Background: an optimization exercise with open tools, aiming at a short achievable clock period and few clock cycles. Do not read the settings as production practice. Where RTL was checked, it was by simulation tests only, not by an equivalence proof against the original. Power and IR drop assume default switching activity.

// csr_top
module csr_top (
    input  logic        clk,
    input  logic        rst,
    input  logic        req_valid,
    input  logic [2:0]  req_op,
    input  logic [11:0] req_addr,
    input  logic [31:0] req_rs1_data,
    input  logic [4:0]  req_zimm,
    input  logic        req_rs1_zero,
    input  logic        trap_valid,
    input  logic        mret_valid,
    input  logic [31:0] trap_cause,
    input  logic [31:0] trap_pc,
    input  logic [31:0] trap_tval,
    output logic [31:0] rd_data,
    output logic        illegal,
    output logic        busy,
    output logic        redir_valid,
    output logic [31:0] redir_pc,
    output logic [31:0] mstatus,
    output logic [31:0] mtvec,
    output logic [31:0] mip,
    output logic [31:0] mie,
    output logic [31:0] mscratch,
    output logic [31:0] mcause,
    output logic [31:0] mtval,
    output logic [31:0] mepc,
    output logic [31:0] mcycle,
    output logic [31:0] mhartid,
    output logic [31:0] satp
);
Size: roughly 2,700 cells after synthesis, roughly 570 I/O pins.
==> module csr_exec, before the edit <==
module csr_exec #(
    parameter int NSLICE = 16
) (
    input  core_pkg::csr_req              req,
    input  logic                          trap_valid,
    input  logic                          mret_valid,
    input  csr_pkg::csr_pack              csrs,
    output logic [core_pkg::XLEN-1:0]     rd_data,
    output logic                          illegal,
    output logic [10:0]                   we,
    output logic [core_pkg::XLEN-1:0]     operand,
    output logic                          op_set,
    output logic                          op_clr
);
    localparam int SW = core_pkg::XLEN / NSLICE;
    logic [11:0] a;
    logic        known;
    logic        imm_form;
    logic        src_zero;
    logic        is_rw;
    logic        wr_ok;
    logic [10:0] hit;
    assign a = req.addr;
    assign hit[10] = (a == csr_pkg::CSR_MSTATUS);
    assign hit[9]  = (a == csr_pkg::CSR_MTVEC);
    assign hit[8]  = (a == csr_pkg::CSR_MIP);
    assign hit[7]  = (a == csr_pkg::CSR_MIE);
    assign hit[6]  = (a == csr_pkg::CSR_MSCRATCH);
    assign hit[5]  = (a == csr_pkg::CSR_MCAUSE);
    assign hit[4]  = (a == csr_pkg::CSR_MTVAL);
    assign hit[3]  = (a == csr_pkg::CSR_MEPC);
    assign hit[2]  = (a == csr_pkg::CSR_MCYCLE);
    assign hit[1]  = (a == csr_pkg::CSR_MHARTID);
    assign hit[0]  = (a == csr_pkg::CSR_SATP);
    assign known   = |hit;
    assign illegal = req.valid && !known;
    for (genvar g = 0; g < NSLICE; g++) begin : g_rd
        rd_slice #(.LO(g * SW), .W(SW)) u_rd (
            .a        (a),
            .mstatus  (csrs.mstatus[g*SW +: SW]),
            .mtvec    (csrs.mtvec[g*SW +: SW]),
            .mip      (csrs.mip[g*SW +: SW]),
            .mie      (csrs.mie[g*SW +: SW]),
            .mscratch (csrs.mscratch[g*SW +: SW]),
            .mcause   (csrs.mcause[g*SW +: SW]),
            .mtval    (csrs.mtval[g*SW +: SW]),
            .mepc     (csrs.mepc[g*SW +: SW]),
            .mcycle   (csrs.mcycle[g*SW +: SW]),
            .mhartid  (csrs.mhartid[g*SW +: SW]),
            .satp     (csrs.satp[g*SW +: SW]),
            .rd       (rd_data[g*SW +: SW])
        );
    end
    assign imm_form = (req.op == core_pkg::CSR_RWI) || (req.op == core_pkg::CSR_RSI) ||
                      (req.op == core_pkg::CSR_RCI);
    assign is_rw    = (req.op == core_pkg::CSR_RW) || (req.op == core_pkg::CSR_RWI);
    assign op_set   = (req.op == core_pkg::CSR_RS) || (req.op == core_pkg::CSR_RSI);
    assign op_clr   = (req.op == core_pkg::CSR_RC) || (req.op == core_pkg::CSR_RCI);
    assign operand  = imm_form ? {{(core_pkg::XLEN-5){1'b0}}, req.zimm} : req.rs1_data;
    assign src_zero = imm_form ? (req.zimm == 5'd0) : req.rs1_zero;
    assign wr_ok = req.valid && !trap_valid && !mret_valid && !(src_zero && !is_rw);
    assign we    = hit & {11{wr_ok}};
endmodule
clock: 5.0 ns
lec_check: 0
abc_area: 1
cap_margin: 20
core_margin: 2
core_utilization: 35
setup_slack_margin: 3.0
slew_margin: 20
synth_hierarchical: 1
synth_minimum_keep_size: 0
run.sh (not shown) runs the stock make flow with config.mk's settings and CLKGATE_MAP_FILE= SYNTH_SCRIPT=/design/flow/synth_recipe.tcl, a recipe that flattens the netlist after the stock synthesis.
Next try:
--- a/flow/design.v
+++ b/flow/design.v
@@ -127,13 +127,13 @@
             if (we[0]) r.satp    <= upd(r.satp,    operand, op_set, op_clr);
         end
     end
 endmodule
 `timescale 1ns/10ps
 module csr_exec #(
-    parameter int NSLICE = 16
+    parameter int NSLICE = 4
 ) (
     input  core_pkg::csr_req              req,
     input  logic                          trap_valid,
     input  logic                          mret_valid,
     input  csr_pkg::csr_pack              csrs,
     output logic [core_pkg::XLEN-1:0]     rd_data,
The changed run went through all stages and came out clean.
Global-route usage falls by 2.2 points.
Die area falls by a few percent.
Worst setup slack loses 0.057 ns.
Via count falls by a few percent.
Area after synthesis falls by a few percent.
Routed wire length falls by a few percent.
Combinational power falls by a few percent.
Hold slack loses 0.014 ns.
Fmax falls slightly.
Non-clock buffer count rises by 22.
Sequential power barely changes.
Cell count falls slightly.
No run of this note included a check of the RTL's function; only the layout flow was run.

## the baseline
csr_top, a different RTL version from the one above (not shown whole).
For scale: roughly 2600 cells after synthesis, ~290 flip-flops, ~570 I/O pins, about 0.018 sq mm of cells after synthesis.
==> module csr_exec, before the edit <==
module csr_exec #(
    parameter int NSLICE = 8
) (
    input  core_pkg::csr_req              req,
    input  logic                          trap_valid,
    input  logic                          mret_valid,
    input  csr_pkg::csr_pack              csrs,
    output logic [core_pkg::XLEN-1:0]     rd_data,
    output logic                          illegal,
    output logic [10:0]                   we,
    output logic [core_pkg::XLEN-1:0]     operand,
    output logic                          op_set,
    output logic                          op_clr
);
    localparam int SW = core_pkg::XLEN / NSLICE;
    logic [11:0] a;
    logic        imm_form;
    logic        src_zero;
    logic        is_rw;
    logic        wr_ok;
    logic [10:0] hit;
    assign a = req.addr;
    assign hit[10] = (a == csr_pkg::CSR_MSTATUS);
    assign hit[9]  = (a == csr_pkg::CSR_MTVEC);
    assign hit[8]  = (a == csr_pkg::CSR_MIP);
    assign hit[7]  = (a == csr_pkg::CSR_MIE);
    assign hit[6]  = (a == csr_pkg::CSR_MSCRATCH);
    assign hit[5]  = (a == csr_pkg::CSR_MCAUSE);
    assign hit[4]  = (a == csr_pkg::CSR_MTVAL);
    assign hit[3]  = (a == csr_pkg::CSR_MEPC);
    assign hit[2]  = (a == csr_pkg::CSR_MCYCLE);
    assign hit[1]  = (a == csr_pkg::CSR_MHARTID);
    assign hit[0]  = (a == csr_pkg::CSR_SATP);
    addr_check u_chk (
        .valid   (req.valid),
        .a       (a),
        .illegal (illegal)
    );
    logic [11:0] pd;
    rd_predec u_pd (
        .a  (a),
        .pd (pd)
    );
    for (genvar g = 0; g < NSLICE; g++) begin : g_rd
        rd_slice #(.LO(g * SW), .W(SW)) u_rd (
            .pd       (pd),
            .mstatus  (csrs.mstatus[g*SW +: SW]),
            .mtvec    (csrs.mtvec[g*SW +: SW]),
            .mip      (csrs.mip[g*SW +: SW]),
            .mie      (csrs.mie[g*SW +: SW]),
            .mscratch (csrs.mscratch[g*SW +: SW]),
            .mcause   (csrs.mcause[g*SW +: SW]),
            .mtval    (csrs.mtval[g*SW +: SW]),
            .mepc     (csrs.mepc[g*SW +: SW]),
            .mcycle   (csrs.mcycle[g*SW +: SW]),
            .mhartid  (csrs.mhartid[g*SW +: SW]),
            .satp     (csrs.satp[g*SW +: SW]),
            .rd       (rd_data[g*SW +: SW])
        );
    end
    assign imm_form = (req.op == core_pkg::CSR_RWI) || (req.op == core_pkg::CSR_RSI) ||
                      (req.op == core_pkg::CSR_RCI);
    assign is_rw    = (req.op == core_pkg::CSR_RW) || (req.op == core_pkg::CSR_RWI);
    assign op_set   = (req.op == core_pkg::CSR_RS) || (req.op == core_pkg::CSR_RSI);
    assign op_clr   = (req.op == core_pkg::CSR_RC) || (req.op == core_pkg::CSR_RCI);
    assign operand  = imm_form ? {{(core_pkg::XLEN-5){1'b0}}, req.zimm} : req.rs1_data;
    assign src_zero = imm_form ? (req.zimm == 5'd0) : req.rs1_zero;
    assign wr_ok = req.valid && !trap_valid && !mret_valid && !(src_zero && !is_rw);
    assign we    = hit & {11{wr_ok}};
endmodule
==> module rd_predec, before the edit <==
module rd_predec (
    input  logic [11:0] a,
    output logic [11:0] pd
);
    assign pd[0]  = !a[1] && !a[0];
    assign pd[1]  = !a[1] &&  a[0];
    assign pd[2]  =  a[1] && !a[0];
    assign pd[3]  =  a[1] &&  a[0];
    assign pd[4]  = !a[6] && !a[2];
    assign pd[5]  = !a[6] &&  a[2];
    assign pd[6]  =  a[6] && !a[2];
    assign pd[7]  =  a[6] &&  a[2];
    assign pd[8]  = !a[11] && !a[7] && !a[4];
    assign pd[9]  =  a[11] && !a[4];
    assign pd[10] =  a[4];
    assign pd[11] =  a[7];
endmodule
==> module rd_slice, before the edit <==
module rd_slice #(
    parameter int LO = 0,
    parameter int W  = 8
) (
    input  logic [11:0]  pd,
    input  logic [W-1:0] mstatus,
    input  logic [W-1:0] mtvec,
    input  logic [W-1:0] mip,
    input  logic [W-1:0] mie,
    input  logic [W-1:0] mscratch,
    input  logic [W-1:0] mcause,
    input  logic [W-1:0] mtval,
    input  logic [W-1:0] mepc,
    input  logic [W-1:0] mcycle,
    input  logic [W-1:0] mhartid,
    input  logic [W-1:0] satp,
    output logic [W-1:0] rd
);
    localparam logic [W-1:0] M_STATUS = csr_pkg::MSTATUS_MASK[LO +: W];
    localparam logic [W-1:0] M_TVEC   = csr_pkg::MTVEC_MASK[LO +: W];
    localparam logic [W-1:0] M_IP     = csr_pkg::MIP_MASK[LO +: W];
    logic s_mstatus, s_mtvec, s_mip, s_mie, s_mscratch, s_mcause;
    logic s_mtval, s_mepc, s_mcycle, s_mhartid, s_satp;
    assign s_mstatus  = pd[4] && pd[8];             
    assign s_mtvec    = pd[5] && pd[1];             
    assign s_mip      = pd[7];                      
    assign s_mie      = pd[5] && pd[0] && pd[8];    
    assign s_mscratch = pd[6] && pd[0];             
    assign s_mcause   = pd[2];                      
    assign s_mtval    = pd[3];                      
    assign s_mepc     = pd[6] && pd[1];             
    assign s_mcycle   = pd[9];                      
    assign s_mhartid  = pd[10];                     
    assign s_satp     = pd[11];                     
    assign rd = ({W{s_mstatus}}  & mstatus & M_STATUS)
              | ({W{s_mtvec}}    & mtvec & M_TVEC)
              | ({W{s_mip}}      & mip & M_IP)
              | ({W{s_mie}}      & mie)
              | ({W{s_mscratch}} & mscratch)
              | ({W{s_mcause}}   & mcause)
              | ({W{s_mtval}}    & mtval)
              | ({W{s_mepc}}     & mepc)
              | ({W{s_mcycle}}   & mcycle)
              | ({W{s_mhartid}}  & mhartid)
              | ({W{s_satp}}     & satp);
endmodule
export LEC_CHECK = 0
export ABC_AREA = 1
export CAP_MARGIN = 20
export CORE_MARGIN = 2
export CORE_UTILIZATION = 35
export SETUP_SLACK_MARGIN = 3.0
export SLEW_MARGIN = 20
export SYNTH_HIERARCHICAL = 1
export SYNTH_MINIMUM_KEEP_SIZE = 0
create_clock -name core_clock -period 5.0 [get_ports {clk}]
No stage failed in the baseline, and the final checks on the layout all came back clean.
[inputs] the candidate vs the baseline
--- a/flow/design.v
+++ b/flow/design.v
@@ -164,20 +164,15 @@
     assign hit[0]  = (a == csr_pkg::CSR_SATP);
     addr_check u_chk (
         .valid   (req.valid),
         .a       (a),
         .illegal (illegal)
     );
-    logic [11:0] pd;
-    rd_predec u_pd (
-        .a  (a),
-        .pd (pd)
-    );
     for (genvar g = 0; g < NSLICE; g++) begin : g_rd
         rd_slice #(.LO(g * SW), .W(SW)) u_rd (
-            .pd       (pd),
+            .a        (a),
             .mstatus  (csrs.mstatus[g*SW +: SW]),
             .mtvec    (csrs.mtvec[g*SW +: SW]),
             .mip      (csrs.mip[g*SW +: SW]),
             .mie      (csrs.mie[g*SW +: SW]),
             .mscratch (csrs.mscratch[g*SW +: SW]),
             .mcause   (csrs.mcause[g*SW +: SW]),
@@ -196,34 +191,17 @@
     assign op_clr   = (req.op == core_pkg::CSR_RC) || (req.op == core_pkg::CSR_RCI);
     assign operand  = imm_form ? {{(core_pkg::XLEN-5){1'b0}}, req.zimm} : req.rs1_data;
     assign src_zero = imm_form ? (req.zimm == 5'd0) : req.rs1_zero;
     assign wr_ok = req.valid && !trap_valid && !mret_valid && !(src_zero && !is_rw);
     assign we    = hit & {11{wr_ok}};
 endmodule
-module rd_predec (
-    input  logic [11:0] a,
-    output logic [11:0] pd
-);
-    assign pd[0]  = !a[1] && !a[0];
-    assign pd[1]  = !a[1] &&  a[0];
-    assign pd[2]  =  a[1] && !a[0];
-    assign pd[3]  =  a[1] &&  a[0];
-    assign pd[4]  = !a[6] && !a[2];
-    assign pd[5]  = !a[6] &&  a[2];
-    assign pd[6]  =  a[6] && !a[2];
-    assign pd[7]  =  a[6] &&  a[2];
-    assign pd[8]  = !a[11] && !a[7] && !a[4];
-    assign pd[9]  =  a[11] && !a[4];
-    assign pd[10] =  a[4];
-    assign pd[11] =  a[7];
-endmodule
 module rd_slice #(
     parameter int LO = 0,
     parameter int W  = 8
 ) (
-    input  logic [11:0]  pd,
+    input  logic [11:0]  a,
     input  logic [W-1:0] mstatus,
     input  logic [W-1:0] mtvec,
     input  logic [W-1:0] mip,
     input  logic [W-1:0] mie,
     input  logic [W-1:0] mscratch,
     input  logic [W-1:0] mcause,
@@ -236,23 +214,23 @@
 );
     localparam logic [W-1:0] M_STATUS = csr_pkg::MSTATUS_MASK[LO +: W];
     localparam logic [W-1:0] M_TVEC   = csr_pkg::MTVEC_MASK[LO +: W];
     localparam logic [W-1:0] M_IP     = csr_pkg::MIP_MASK[LO +: W];
     logic s_mstatus, s_mtvec, s_mip, s_mie, s_mscratch, s_mcause;
     logic s_mtval, s_mepc, s_mcycle, s_mhartid, s_satp;
-    assign s_mstatus  = pd[4] && pd[8];             
-    assign s_mtvec    = pd[5] && pd[1];             
-    assign s_mip      = pd[7];                      
-    assign s_mie      = pd[5] && pd[0] && pd[8];    
-    assign s_mscratch = pd[6] && pd[0];             
-    assign s_mcause   = pd[2];                      
-    assign s_mtval    = pd[3];                      
-    assign s_mepc     = pd[6] && pd[1];             
-    assign s_mcycle   = pd[9];                      
-    assign s_mhartid  = pd[10];                     
-    assign s_satp     = pd[11];                     
+    assign s_mstatus  = !a[2] && !a[6] && !a[7] && !a[11];    
+    assign s_mtvec    = a[0] && a[2];                         
+    assign s_mip      = a[2] && a[6];                         
+    assign s_mie      = !a[0] && a[2] && !a[6] && !a[11];     
+    assign s_mscratch = !a[0] && !a[1] && !a[2] && a[6];      
+    assign s_mcause   = !a[0] && a[1];                        
+    assign s_mtval    = a[0] && a[1];                         
+    assign s_mepc     = a[0] && !a[1] && !a[2];               
+    assign s_mcycle   = !a[2] && a[11];                       
+    assign s_mhartid  = a[4];                                 
+    assign s_satp     = a[7];                                 
     assign rd = ({W{s_mstatus}}  & mstatus & M_STATUS)
               | ({W{s_mtvec}}    & mtvec & M_TVEC)
               | ({W{s_mip}}      & mip & M_IP)
               | ({W{s_mie}}      & mie)
               | ({W{s_mscratch}} & mscratch)
               | ({W{s_mcause}}   & mcause)
Notes after the runs:
- The candidate | stages: all done | timing, DRC, antenna: all pass
- CTS buffer count: the candidate vs the baseline up 2.7%
- The candidate ends up with higher number of multi-input combinational cells in the layout than the baseline does.
- Compared to the baseline, the candidate has buffering stage count on the worst path with inverters included 2 lower.
- The candidate vs the baseline, met2 usage went up by 0.39 points.
- According to the power report, total power for the candidate is higher than for the baseline.
- The run showing the greater share of total power in combinational logic is the baseline.
- Summary — fmax, the candidate relative to the baseline: higher, by 0.032 GHz.
- Diff the baseline -> the candidate: reported net switching power went up; met1 wire length went up; hold-critical path depth went up.
Testbench counts of the candidate, summed over its fixed seeds: cycles 3,200.
No functional check of the RTL was part of the baseline.

## what the ideal ports hide
Ports are ideal in the flow. The routed layouts listed here were re-timed in OpenROAD. Step 1 sets driving cells, clkbuf_16 on the clock port and buf_2 on the other inputs (assumed; they add their load-dependent delay and slew). Step 2 adds t to the input delays and takes it off the output delays; t is the mean of the earliest and latest rising clock arrival at the registers after step 1. Input paths then give back, and output paths get back, about the clock's delay inside the block. Slacks: ideal / step 1 / step 2; pairs: ideal / step 1.
run	t, ns	setup slack, ns	worst setup path after step 2	clock arrival spread, ns
the first run of note 1	0.639	1.876 / 1.555 / 1.047	input to register	0.021 / 0.021
the second run of note 1	0.631	1.819 / 1.538 / 1.272	input to register	0.024 / 0.023
the baseline	0.626	1.602 / 1.567 / 1.567	input to output	0.024 / 0.024
the candidate	0.627	1.936 / 1.580 / 1.433	input to register	0.021 / 0.021
After both steps setup and hold are still met in every run listed. For the first run of note 1, which loses most, drivers alone change the setup slack by -0.321 ns; drivers and shift together by -0.829 ns.
